This is an optimization exercise on Yosys and OpenROAD, whose aim is small area and a short achievable clock period, not a production implementation.
Where RTL was checked, it was by simulation tests only, not by an equivalence proof against the original.
Power figures rest on the tool's default switching activity, not on a simulated workload.

build 80:
==> module imem_prog_store, before the edit <==
module imem_prog_store #(
  parameter int                INST_W  = 9,
  parameter int                PC_W    = 8,
  parameter int                ADDR_W  = 8,
  parameter int                NPROG   = 4,
  parameter logic [INST_W-1:0] HALT_OP = '1,
  parameter int                SEL_W   = (NPROG > 1) ? $clog2(NPROG) : 1
) (
  input  logic              CLK,
  input  logic              reset_n,
  input  logic              clr,
  input  logic              ld_start,
  input  logic [SEL_W-1:0]  ld_slot,
  input  logic              ld_valid,
  input  logic [INST_W-1:0] ld_data,
  input  logic              ld_last,
  output logic              ld_ready,
  output logic              ld_err,
  input  logic              fetch_en,
  input  logic [SEL_W-1:0]  prog_sel,
  input  logic [PC_W-1:0]   PC,
  output logic              fetch_rdy,
  output logic [INST_W-1:0] inst,
  output logic              inst_vld
);
  logic              state;
  logic [INST_W-1:0] mem [2**ADDR_W];
  logic [ADDR_W:0]   fill_ptr;
  logic [NPROG-1:0]  slot_vld;
  logic [ADDR_W-1:0] base [NPROG];
  logic [PC_W-1:0]   lst  [NPROG];
  logic [PC_W-1:0]   cnt;
  logic [SEL_W-1:0]  cur_slot;
  logic              full;
  logic              beat;
  logic              fetch_hit;
  logic [INST_W-1:0] rdata;
  assign full      = fill_ptr[ADDR_W];
  assign fetch_rdy = !state;
  assign ld_ready  = state && !full;
  assign beat      = ld_valid && ld_ready;
  function automatic logic [2:0] add2(input logic [1:0] x, input logic [1:0] y);
    case ({x, y})
      4'h0: add2 = 3'd0; 4'h1: add2 = 3'd1; 4'h2: add2 = 3'd2; 4'h3: add2 = 3'd3;
      4'h4: add2 = 3'd1; 4'h5: add2 = 3'd2; 4'h6: add2 = 3'd3; 4'h7: add2 = 3'd4;
      4'h8: add2 = 3'd2; 4'h9: add2 = 3'd3; 4'hA: add2 = 3'd4; 4'hB: add2 = 3'd5;
      4'hC: add2 = 3'd3; 4'hD: add2 = 3'd4; 4'hE: add2 = 3'd5; default: add2 = 3'd6;
    endcase
  endfunction
  function automatic logic [1:0] inc2(input logic [1:0] x, input logic c);
    case ({c, x})
      3'b100: inc2 = 2'd1; 3'b101: inc2 = 2'd2; 3'b110: inc2 = 2'd3; 3'b111: inc2 = 2'd0;
      default: inc2 = x;
    endcase
  endfunction
  function automatic logic [1:0] cmp2(input logic [1:0] x, input logic [1:0] y);
    case ({x, y})
      4'h0, 4'h5, 4'hA, 4'hF:               cmp2 = 2'b01;
      4'h4, 4'h8, 4'h9, 4'hC, 4'hD, 4'hE:   cmp2 = 2'b10;
      default:                              cmp2 = 2'b00;
    endcase
  endfunction
  logic [ADDR_W-1:0] b;
  logic [ADDR_W-1:0] fetch_addr;
  logic [2:0]        d [4];
  logic [4:0]        c;
  always_comb begin
    b = base[prog_sel];
    for (int k = 0; k < 4; k++) d[k] = add2(b[2*k+:2], PC[2*k+:2]);
    c[0] = 1'b0;
    c[1] = d[0][2];
    c[2] = d[1][2] | (d[1][1:0] == 2'd3) & d[0][2];
    c[3] = d[2][2] | (d[2][1:0] == 2'd3) & (d[1][2] | (d[1][1:0] == 2'd3) & d[0][2]);
    c[4] = 1'b0;
    for (int k = 0; k < 4; k++) fetch_addr[2*k+:2] = inc2(d[k][1:0], c[k]);
  end
  logic [PC_W-1:0] l;
  logic [1:0]      e [4];
  always_comb begin
    l = lst[prog_sel];
    for (int k = 0; k < 4; k++) e[k] = cmp2(PC[2*k+:2], l[2*k+:2]);
    fetch_hit = slot_vld[prog_sel] &&
                !(e[3][1] || e[3][0] && (e[2][1] || e[2][0] && (e[1][1] || e[1][0] && e[0][1])));
  end
  logic [3:0]        oh [4];
  logic [INST_W-1:0] lv1 [64];
  logic [INST_W-1:0] lv2 [16];
  logic [INST_W-1:0] lv3 [4];
  always_comb
    for (int k = 0; k < 4; k++) oh[k] = 4'b1 << fetch_addr[2*k+:2];
  for (genvar k = 0; k < 64; k++) begin : g_lv1
    for (genvar i = 0; i < INST_W; i++) begin : g_bit
      imem_sel4 u_sel (.o(oh[0]), .w({mem[4*k+3][i], mem[4*k+2][i], mem[4*k+1][i], mem[4*k][i]}),
                       .y(lv1[k][i]));
    end
  end
  for (genvar k = 0; k < 16; k++) begin : g_lv2
    for (genvar i = 0; i < INST_W; i++) begin : g_bit
      imem_sel4 u_sel (.o(oh[1]), .w({lv1[4*k+3][i], lv1[4*k+2][i], lv1[4*k+1][i], lv1[4*k][i]}),
                       .y(lv2[k][i]));
    end
  end
  for (genvar k = 0; k < 4; k++) begin : g_lv3
    for (genvar i = 0; i < INST_W; i++) begin : g_bit
      imem_sel4 u_sel (.o(oh[2]), .w({lv2[4*k+3][i], lv2[4*k+2][i], lv2[4*k+1][i], lv2[4*k][i]}),
                       .y(lv3[k][i]));
    end
  end
  for (genvar i = 0; i < INST_W; i++) begin : g_lv4
    imem_sel4 u_sel (.o(oh[3]), .w({lv3[3][i], lv3[2][i], lv3[1][i], lv3[0][i]}), .y(rdata[i]));
  end
  always_ff @(posedge CLK or negedge reset_n) begin
    if (!reset_n) begin
      state    <= 1'b0;
      fill_ptr <= '0;
      slot_vld <= '0;
      ld_err   <= 1'b0;
      inst     <= HALT_OP;
      inst_vld <= 1'b0;
    end else if (clr) begin
      state    <= 1'b0;
      fill_ptr <= '0;
      slot_vld <= '0;
      inst_vld <= 1'b0;
    end else if (!state) begin
      inst_vld <= fetch_en;
      if (fetch_en) inst <= rdata | {INST_W{!fetch_hit}};
      if (ld_start) begin
        state             <= 1'b1;
        slot_vld[ld_slot] <= 1'b0;
      end
    end else begin
      inst_vld <= 1'b0;
      if (beat) begin
        fill_ptr <= fill_ptr + 1'b1;
        if (ld_last) begin
          state              <= 1'b0;
          slot_vld[cur_slot] <= 1'b1;
        end
      end else if (ld_valid) begin
        state  <= 1'b0;
        ld_err <= 1'b1;
      end
    end
  end
  always_ff @(posedge CLK) begin
    if (!clr) begin
      if (!state) begin
        if (ld_start) begin
          cur_slot      <= ld_slot;
          base[ld_slot] <= fill_ptr[ADDR_W-1:0];
          cnt           <= '0;
        end
      end else if (beat) begin
        cnt <= cnt + 1'b1;
        if (ld_last) lst[cur_slot] <= cnt;
      end
    end
  end
  always_ff @(posedge CLK) begin
    if (beat) mem[fill_ptr[ADDR_W-1:0]] <= ld_data;
  end
endmodule
Settings: LEC_CHECK=0, CAP_MARGIN=20, CORE_MARGIN=2, CORE_UTILIZATION=40, SETUP_SLACK_MARGIN=2.5, SLEW_MARGIN=20, SYNTH_HIERARCHICAL=1; clock period 5.5 ns.
run.sh (not shown) runs the stock make flow with config.mk's settings and CLKGATE_MAP_FILE= SYNTH_SCRIPT=/design/flow/synth_recipe.tcl, a recipe that flattens the netlist after the stock synthesis.
Build 80 completed every stage of the flow, and the final layout passed the timing, design-rule and antenna checks.
Edits applied to the flow inputs when going from build 80 to trial 69:
diff --git a/flow/design.v b/flow/design.v
--- a/flow/design.v
+++ b/flow/design.v
@@ -86,5 +86,4 @@
   logic [INST_W-1:0] lv1 [64];
   logic [INST_W-1:0] lv2 [16];
-  logic [INST_W-1:0] lv3 [4];
   always_comb
     for (int k = 0; k < 4; k++) oh[k] = 4'b1 << fetch_addr[2*k+:2];
@@ -101,12 +100,24 @@
     end
   end
+  logic [INST_W-1:0] rd2 [16];
+  logic [3:0]        roh2, roh3;
+  logic              rmiss;
+  logic [INST_W-1:0] rl3 [4];
   for (genvar k = 0; k < 4; k++) begin : g_lv3
     for (genvar i = 0; i < INST_W; i++) begin : g_bit
-      imem_sel4 u_sel (.o(oh[2]), .w({lv2[4*k+3][i], lv2[4*k+2][i], lv2[4*k+1][i], lv2[4*k][i]}),
-                       .y(lv3[k][i]));
+      imem_sel4 u_sel (.o(roh2), .w({rd2[4*k+3][i], rd2[4*k+2][i], rd2[4*k+1][i], rd2[4*k][i]}),
+                       .y(rl3[k][i]));
     end
   end
   for (genvar i = 0; i < INST_W; i++) begin : g_lv4
-    imem_sel4 u_sel (.o(oh[3]), .w({lv3[3][i], lv3[2][i], lv3[1][i], lv3[0][i]}), .y(rdata[i]));
+    imem_sel4 u_sel (.o(roh3), .w({rl3[3][i], rl3[2][i], rl3[1][i], rl3[0][i]}), .y(rdata[i]));
+  end
+  assign inst = rdata | {INST_W{rmiss}};
+  always_ff @(posedge CLK) begin
+    if (!clr && !state && fetch_en) begin
+      for (int k = 0; k < 16; k++) rd2[k] <= lv2[k];
+      roh2 <= oh[2];
+      roh3 <= oh[3];
+    end
   end
   always_ff @(posedge CLK or negedge reset_n) begin
@@ -116,5 +127,5 @@
       slot_vld <= '0;
       ld_err   <= 1'b0;
-      inst     <= HALT_OP;
+      rmiss    <= 1'b1;
       inst_vld <= 1'b0;
     end else if (clr) begin
@@ -125,5 +136,5 @@
     end else if (!state) begin
       inst_vld <= fetch_en;
-      if (fetch_en) inst <= rdata | {INST_W{!fetch_hit}};
+      if (fetch_en) rmiss <= !fetch_hit;
       if (ld_start) begin
         state             <= 1'b1;
[summary]
- Going from build 80 to trial 69, number of antenna violations at the first check in global routing grows by 1.
- The run showing the smaller total length of routed met3 wires is build 80.
- Trial 69 vs. build 80: data arrival time of the critical path has decreased, compound-gate portion of the synthesized area went down 0.62 points, detailed-routing wirelength on met1 saw an increase, total wirelength of the detailed-routed design picked up an extra about 14%.
- Build 80 leaves more setup margin than trial 69.
- Final period utilization ends up lower on build 80.
- In trial 69 the register area turned out 6.0% higher than in build 80.
- Of build 80 and trial 69, the run reporting the higher number of clock buffers in the layout was trial 69.
- Sort build 80 and trial 69 by smallest hold slack desc -> top: build 80
- Lower sequential power goes to build 80 over trial 69.
- Trial 69 completed end to end with timing, DRC and antenna clean.
- Combinational fraction of design power: build 80 and trial 69 compared, lower one is build 80
Only the layout flow was run in trial 69; the RTL was not checked for function there.

-- port drivers added, routing unchanged --
In the flow no input, the clock included, has a driving cell. The finished layouts below were timed again as built, in two steps.
Step 1, drivers: a clkbuf_16 drives CLK and a buf_2 each remaining input, both assumed.
Step 2 adds t to the input delays and takes it off the output delays; t is the mean of the earliest and latest rising clock arrival at the registers after step 1. Input paths then give back, and output paths get back, about the clock's delay inside the block.
Three values: no drivers, after step 1, after step 2; two values: the first two.
run	t (ns)	setup slack, ns	hold slack, ns	slew at the worst register clock pin (ns)	pins driven straight from the clock port
build 80	0.943	1.484 / 1.510 / 0.590	0.503 / 0.503 / 0.503	0.07 / 0.07	1
trial 69	0.976	1.404 / 1.319 / 1.315	0.479 / 0.479 / 0.479	0.07 / 0.07	1
After both steps setup and hold are still met in every run listed. The setup slack of build 80, which loses most, moves by +0.026 ns with the drivers and by -0.894 ns with both steps.
